What follows belongs to an exercise in optimizing a design on an open flow for a short achievable clock period and few clock cycles; a production flow would make more cautious choices. Function was checked by simulation only, so behaviour that the tests miss may differ from the original. Power is estimated from default activity; no workload was simulated.

==> flow/config.mk <==
export PLATFORM = sky130hd
export DESIGN_NAME = cpu_top
export DESIGN_NICKNAME = cpu_top
export VERILOG_FILES = /design/flow/design.v
export SDC_FILE = /design/flow/constraint.sdc
export NUM_CORES = 4
export LEC_CHECK = 0
export CAP_MARGIN = 20
export CORE_MARGIN = 2
export CORE_UTILIZATION = 45
export PLACE_DENSITY = 0.6
export SETUP_SLACK_MARGIN = 2.3
export SLEW_MARGIN = 20
==> flow/design.v <==
module cpu_top (
	input  logic        clk,
	input  logic        rst,
	input  logic        imem_we,
	input  logic [5:0]  imem_addr,
	input  logic [31:0] imem_data,
	output logic        wb_en,
	output logic [4:0]  wb_dest,
	output logic [31:0] wb_data,
	output logic        store_en,
	output logic [31:0] store_addr,
	output logic [31:0] store_data
);
	logic        ldWe;
	logic [5:0]  ldAddr;
	logic        w0, w1;
	always_ff @(posedge clk) begin
		w0     <= imem_we && (imem_addr == 6'd0);
		w1     <= imem_we && (imem_addr == 6'd1);
		ldWe   <= imem_we;
		ldAddr <= imem_addr;
	end
	logic [5:0]  pOp, pFunct;
	logic [4:0]  pRs, pRt, pDest;
	logic        pIsR, pAdd, pSub, pAnd, pOr, pSlt, pAddi, pLw, pSw, pBeq, pJ;
	logic        pWr, pCond, pSkip, pUseImm;
	logic [5:0]  pBrT, pTgt, pSeq;
	assign pOp    = imem_data[31:26];
	assign pFunct = imem_data[5:0];
	assign pRs    = imem_data[25:21];
	assign pRt    = imem_data[20:16];
	assign pAdd   = (pOp == 6'h00) && (pFunct == 6'h20);
	assign pSub   = (pOp == 6'h00) && (pFunct == 6'h22);
	assign pAnd   = (pOp == 6'h00) && (pFunct == 6'h24);
	assign pOr    = (pOp == 6'h00) && (pFunct == 6'h25);
	assign pSlt   = (pOp == 6'h00) && (pFunct == 6'h2a);
	assign pIsR   = pAdd | pSub | pAnd | pOr | pSlt;
	assign pAddi  = (pOp == 6'h08);
	assign pLw    = (pOp == 6'h23);
	assign pSw    = (pOp == 6'h2b);
	assign pBeq   = (pOp == 6'h04);
	assign pJ     = (pOp == 6'h02);
	assign pDest  = pIsR ? imem_data[15:11] : pRt;
	assign pWr    = (pIsR | pAddi | pLw) && (pDest != 5'd0);
	assign pBrT   = imem_addr + 6'd1 + imem_data[5:0];
	assign pCond  = pBeq && (pRs != pRt) && (imem_data[5:0] != 6'd0);
	assign pSkip  = !(pWr | pSw | pCond);
	assign pTgt   = pJ ? imem_data[5:0] : (pBeq ? pBrT : imem_addr + 6'd1);
	assign pUseImm = pAddi | pLw | pSw;
	assign pSeq   = pSkip ? pTgt : imem_addr;
	logic        qSkip, qUseImm, qWr, qSw, qCond;
	logic [5:0]  qTgt, qSel, qSeq;
	logic [4:0]  qRs, qRt, qDest;
	logic [15:0] qImm;
	always_ff @(posedge clk) begin
		qSkip   <= pSkip;
		qTgt    <= pTgt;
		qSel    <= {pLw, pSlt, pOr, pAnd, pSub, pAdd | pAddi | pSw};
		qUseImm <= pUseImm;
		qWr     <= pWr;
		qSw     <= pSw;
		qCond   <= pCond;
		qRs     <= pRs;
		qRt     <= pRt;
		qDest   <= pDest;
		qImm    <= imem_data[15:0];
		qSeq    <= pSeq;
	end
	logic        imSkip  [64];
	logic [5:0]  imTgt   [64];
	logic [5:0]  imSel   [64];    
	logic        imUseImm[64];
	logic        imWr    [64];
	logic        imSw    [64];
	logic        imBeq   [64];
	logic [4:0]  imRs    [64];
	logic [4:0]  imRt    [64];
	logic [4:0]  imDest  [64];
	logic [15:0] imImm   [64];
	logic [5:0]  imSeq   [64];    
	always_ff @(posedge clk) begin
		if (ldWe) begin
			imSkip[ldAddr]   <= qSkip;
			imTgt[ldAddr]    <= qTgt;
			imSel[ldAddr]    <= qSel;
			imUseImm[ldAddr] <= qUseImm;
			imWr[ldAddr]     <= qWr;
			imSw[ldAddr]     <= qSw;
			imBeq[ldAddr]    <= qCond;
			imRs[ldAddr]     <= qRs;
			imRt[ldAddr]     <= qRt;
			imDest[ldAddr]   <= qDest;
			imImm[ldAddr]    <= qImm;
			imSeq[ldAddr - 6'd1] <= qSeq;
		end
	end
	logic [5:0]  pcBin;      
	logic        stale;      
	logic        fdValid;
	logic [5:0]  fdPc;
	logic [5:0]  fdTgt;
	logic [5:0]  fdSel;
	logic        fdUseImm, fdWr, fdSw, fdBeq;
	logic [4:0]  fdRs, fdRt, fdDest;
	logic [15:0] fdImm;
	logic        mispredict;
	logic [5:0]  exTgt;
	logic        replay;
	logic        fSkip;
	logic [5:0]  fTgt, fSeq, fSel;
	logic        fUseImm, fWr, fSw, fBeq;
	logic [4:0]  fRs, fRt, fDest;
	logic [15:0] fImm;
	assign fSkip   = imSkip[pcBin];
	assign fTgt    = imTgt[pcBin];
	assign fSeq    = imSeq[pcBin];
	assign fSel    = imSel[pcBin];
	assign fUseImm = imUseImm[pcBin];
	assign fWr     = imWr[pcBin];
	assign fSw     = imSw[pcBin];
	assign fBeq    = imBeq[pcBin];
	assign fRs     = imRs[pcBin];
	assign fRt     = imRt[pcBin];
	assign fDest   = imDest[pcBin];
	assign fImm    = imImm[pcBin];
	logic [5:0] nextBin;
	always_comb begin
		if (rst) begin
			nextBin = imSkip[0] ? imTgt[0] : imSeq[0];
		end else if (stale) begin
			nextBin = 6'd0;
		end else if (mispredict) begin
			nextBin = exTgt;
		end else if (replay) begin
			nextBin = fdPc;
		end else begin
			nextBin = fSkip ? fTgt : fSeq;
		end
	end
	always_ff @(posedge clk) begin
		pcBin <= nextBin;
		if (rst) begin
			stale   <= w0 | w1;
			fdValid <= !imSkip[0];
			fdPc    <= 6'd0;
			fdTgt   <= imTgt[0];
			fdSel   <= imSel[0];
			fdUseImm <= imUseImm[0];
			fdWr    <= imWr[0];
			fdSw    <= imSw[0];
			fdBeq   <= imBeq[0];
			fdRs    <= imRs[0];
			fdRt    <= imRt[0];
			fdDest  <= imDest[0];
			fdImm   <= imImm[0];
		end else begin
			stale   <= 1'b0;
			fdValid <= !fSkip && !stale && !mispredict && !replay;
			fdPc    <= pcBin;
			fdTgt   <= fTgt;
			fdSel   <= fSel;
			fdUseImm <= fUseImm;
			fdWr    <= fWr;
			fdSw    <= fSw;
			fdBeq   <= fBeq;
			fdRs    <= fRs;
			fdRt    <= fRt;
			fdDest  <= fDest;
			fdImm   <= fImm;
		end
	end
	logic [31:0] rf [32];
	logic        exValid;
	logic        exWr, exSw, exBeq;
	logic [5:0]  exSel;
	logic [4:0]  exDest;
	logic [31:0] exA, exB, exBi;
	logic [5:0]  exIdx;
	logic [31:0] exRes;
	logic [31:0] rsv, rtv, imm32;
	logic        bypA, bypB, bypWA, bypWB;
	logic [31:0] dA, dB, dBi;
	logic [7:0]  dAddrLo;
	assign rsv = (fdRs == 5'd0) ? 32'd0 : rf[fdRs];
	assign rtv = (fdRt == 5'd0) ? 32'd0 : rf[fdRt];
	assign imm32 = {{16{fdImm[15]}}, fdImm};
	assign bypA  = exValid && exWr && (exDest == fdRs);
	assign bypB  = exValid && exWr && (exDest == fdRt);
	assign bypWA = wb_en && (wb_dest == fdRs);
	assign bypWB = wb_en && (wb_dest == fdRt);
	assign dA    = bypA ? exRes : (bypWA ? wb_data : rsv);
	assign dB    = bypB ? exRes : (bypWB ? wb_data : rtv);
	assign dBi   = fdUseImm ? imm32 : dB;
	assign dAddrLo = rsv[7:0] + fdImm[7:0];
	assign replay  = fdValid && fdSel[5] && (bypA || bypWA);
	always_ff @(posedge clk) begin
		if (rst) begin
			exValid <= 1'b0;
		end else begin
			exValid <= fdValid && !stale && !mispredict && !replay;
		end
		exWr   <= fdWr;
		exSw   <= fdSw;
		exBeq  <= fdBeq;
		exSel  <= fdSel;
		exDest <= fdDest;
		exTgt  <= fdTgt;
		exA    <= dA;
		exB    <= dB;
		exBi   <= dBi;
		exIdx  <= dAddrLo[7:2];
	end
	logic [31:0] dmem [64];
	logic [31:0] sum, diff, ldv;
	logic        lt;
	logic [7:0]  stLo;
	assign sum  = exA + exBi;
	assign diff = exA - exBi;
	assign lt   = $signed(exA) < $signed(exBi);
	assign stLo = exA[7:0] + exBi[7:0];
	assign ldv = dmem[exIdx];
	assign exRes = ({32{exSel[0]}} & sum)
		| ({32{exSel[1]}} & diff)
		| ({32{exSel[2]}} & (exA & exBi))
		| ({32{exSel[3]}} & (exA | exBi))
		| ({32{exSel[4]}} & {31'd0, lt})
		| ({32{exSel[5]}} & ldv);
	assign mispredict = exValid && exBeq && (exA == exB);
	always_ff @(posedge clk) begin
		if (exValid && exSw) begin
			dmem[stLo[7:2]] <= exB;
		end
		if (wb_en) begin
			rf[wb_dest] <= wb_data;
		end
	end
	always_ff @(posedge clk) begin
		if (rst) begin
			wb_en    <= 1'b0;
			store_en <= 1'b0;
		end else begin
			wb_en    <= exValid && exWr;
			store_en <= exValid && exSw;
		end
		wb_dest    <= exDest;
		wb_data    <= exRes;
		store_addr <= sum;
		store_data <= exB;
	end
endmodule
==> flow/run.sh <==
#!/bin/bash
# synth_recipe.tcl (not shown) runs the flow's synth.tcl, then flattens the netlist and writes it again
# the make line also repeats each setting of config.mk as NAME=value (left out here)
make -C /OpenROAD-flow-scripts/flow DESIGN_CONFIG=/design/flow/config.mk WORK_HOME=/design/flow/orfs CLKGATE_MAP_FILE= SYNTH_SCRIPT=/design/flow/synth_recipe.tcl finish
==> flow/constraint.sdc <==
create_clock -name core_clock -period 7.0 [get_ports {clk}]
set_input_delay 1.4000 -clock core_clock [delete_from_list [all_inputs] [get_ports {clk}]]
set_output_delay 1.4000 -clock core_clock [all_outputs]
set_load 0.01 [all_outputs]
==> out/results.ini <==
[drt]
ant_nets=0
first_pass_iters=6
drc_errors=0
viasPerCell=6.38
drt-total-wl_um=807000
drt-initial-drc-count=18300
dr_total_vias=139000
wire_per_inst_um=37.2

[layout]
area_growth_pct=13.9
nets=13200
layout_commonest_cell=edfxtp_1
drive_gt1_share_pct=30.4
seq_area_mm2=0.203
final_cell_mix=edfxtp_1 (6,528), mux4_2 (2,257), clkbuf_16 (702)
multi_input_area_mm2=0.0681
fill_cells=46800
design_area_mm2=0.311

[logic_synthesis]
yosysSeqAreaShare_pct=74.3
avgSynthCellArea_um2=22.1
netlist.area_leader.share_pct=71.7
synth_area_mm2=0.273
async_flop_share_pct=0
yosys_warnings=1
ys.flop_type=edfxtp_1
synthCells=12300
yosysTopAreaCell=edfxtp_1
synth_seq_cells=6878
netlist-cell-type-count=90
synth_nets=12500
synth_area_leaders=edfxtp_1 (72%), mux4_2 (19%), dfxtp_1 (2.6%)
synth-edff-count=6528

[clock_tree]
numCtsBuffers=702
path_clk_slew_ns=0.06
cts_tree=built
cts_buffer_depth=4
ctsHoldBuffers=0
cts_sinks=6878
htreeDepth=6
clockRootBuffer=clkbuf_16
clock_latency_ns=1.13

[floorplan]
die_h_um=783
rows=286
die-area_mm2=0.614
initial_core_util_pct=45.1
die_w_um=783
fp.coreArea_mm2=0.606
io_pins=144

[critical_path]
critPathRequiredTime_ns=7.94
cp_slowest_cell=dfxtp_4
crit_fanout=37
critPathMaxStageDelay_ns=0.77
worst-setup-path-type=register to register
r2r_slack_ns=2.30
cp-end-kind=register
worst_ep_arrival_time_ns=5.64
crit_chain=buf_12 -> mux4_2 -> mux4_2 -> mux2i_1 -> nor2_1 -> a2111oi_4 -> a22oi_1 -> mux2_2
cp_common_cell=mux4_2
start_kind=register

[timing]
tns_ns=0
setup_violations=0
hold_viol_final=0
rsz0062_at_grt=true
max_slew_margin_pct=20.4
finalCritPeriodShare_pct=67.2
period_needed_ns=4.70
fmax_ghz=0.213
slew_violations=0
finalClockSkew_ns=0.0742
tightest_slew_ns=1.19

[global_routing]
grt_overflow=0
grt_pass1_vias=140000
antenna_found_initial=57
track_usage_pct=25.9
grt_pass1_wl_um=1120000
grt_max_degree=123

[place]
dp_hpwl_um=462000
io_buffer_count=143
place_congestion=0.906
place_area_mm2=0.288

[status]
run_status=no timing/DRC/antenna violations

[min_path]
hp-start=fdSel[2]
hp-class=register to register

[power]
power_density_mw_per_mm2=428
vdd_drop_max_mv=0.375
p_leak_nw=96.2

[flow_run]
maxCapViolCount=0

routing by layer:
layer  GRT usage (%)  vias up  wire length, µm  part of all wire (%)
li1                -    54000                -                     -
met1            35.6    75700           311000                    39
met2            42.7     7446           395000                    49
met3            3.99     1382            68400                   8.5
met4            9.01        8            32600                   4.0
met5               0        -               57                0.0071
power breakdown:
part           internal (mW)  leakage [nW]  total, mW  switching (mW)
clock network           20.9          11.1       37.2            16.2
registers               49.2          60.6       51.4            2.18
logic                   18.1          24.4       44.6            26.5
logic make-up after synthesis:
| kind of cell | after synthesis | synth area share [%] |
|---|---|---|
| DFF | 6878 | 74.3 |
| xor gates and xnor gates | 111 | 0.356 |
| buffers and inverters | 851 | 1.33 |
| AOI/OAI and AO/OA | 734 | 1.91 |
| muxes | 2596 | 19.9 |
| adders and majority gates | 115 | 0.535 |
| and+or+nand+nor | 1062 | 1.75 |
synthesized netlist by cell type (14+ instances only):
master	count
a211oi_1	60
a21oi_1	152
a221oi_1	108
a22oi_1	60
a31oi_1	32
a32oi_1	14
and3_1	14
buf_1	105
buf_2	142
buf_4	45
clkbuf_1	395
dfxtp_1	350
edfxtp_1	6528
ha_1	112
inv_1	147
mux2_2	31
mux2i_1	300
mux4_2	2257
nand2_1	317
nand2b_1	26
nand3_1	82
nand4_1	24
nor2_1	400
nor2b_1	46
nor3_1	56
nor4_1	23
o211ai_1	26
o21ai_0	103
o21bai_1	20
o221ai_1	16
o31ai_1	19
or3_1	16
xnor2_1	59
xor2_1	52
worst paths after layout:
path              cells after the start  endpoint
setup / recovery                      8   exBi[3]
setup reg to reg                      8   exBi[3]
hold reg to reg                       0  exSel[2]
hold / removal                        0  exSel[2]
sequential cells by signal, indices dropped and copies added, names as in the netlist, 64 cells and up, named ones only:
| name | cells |
|---|---|
| imUseImm | 64 |
| imSw | 64 |
| imBeq | 64 |
| imRs | 320 |
| imRt | 320 |
| imDest | 320 |
| imImm | 1024 |
| imSel | 384 |
| imSeq | 384 |
| imWr | 64 |
| imTgt | 384 |
| rf | 1024 |
| dmem | 2048 |
| imSkip | 64 |
timing repair:
item	in CTS	in global routing
setup buffers	2	34
cloned	0	1
endpoints found under the setup margin	10	184
pin swaps	0	13
resized for setup	0	2
area by class of cell:
type                       instances  area share [%]
sequential                      6878            65.3
multi-input combinational       4619            21.9
clock buffer                     896            5.98
tap                             8064            3.24
timing repair buffer             666            2.04
clock inverter                   404            1.39
inverter                         152           0.187
antenna                           21          0.0169
worst max-delay path: cells and delay by family (launching register included):
kind                   cells  cell delay (ns)
AO/OA/AOI/OAI              2             1.09
multiplexers               4             2.01
AND/OR/NAND/NOR            1             0.23
buffers and inverters      1             0.38
flip-flops                 1             0.77
per-stage QoR:
step	cells	total power, mW	hold slack, ns	setup slack, ns	util, %
floorplan	12300	79.1	0.310	2.32	-
global placement	20300	96.2	0.312	1.57	47.5
detailed placement	20300	96.8	0.313	2.14	47.5
CTS	21600	134	0.317	2.32	51.3
global route	21700	137	0.305	2.19	51.4
finish	21700	133	0.327	2.30	51.4
Testbench counts, summed over its fixed seeds: cycles 8,249.

==> static timing again, ports no longer ideal <==
How much do the figures lean on ideal ports? The routed layout below was timed once more, with nothing changed but the port constraints.
Step 1: set_driving_cell puts a clkbuf_16 on clk and a buf_2 on each other input, an assumption about the parent block.
Step 2 moves the port delays by t, midway between the first and last clock arrival at a register: inputs arrive t later, outputs are due t later. That takes back most of the time a late clock gives input paths.
Slacks: ideal ports / drivers / drivers and shift; pairs: ideal ports / drivers.
t, ns: 1.223
setup WS [ns]: 2.298 / 2.298 / 2.282
latest minus earliest clock arrival (ns): 0.082 / 0.082
After both steps setup and hold are still met in this run. The setup slack of this run moves by 0.000 ns with the drivers and by -0.016 ns with both steps.
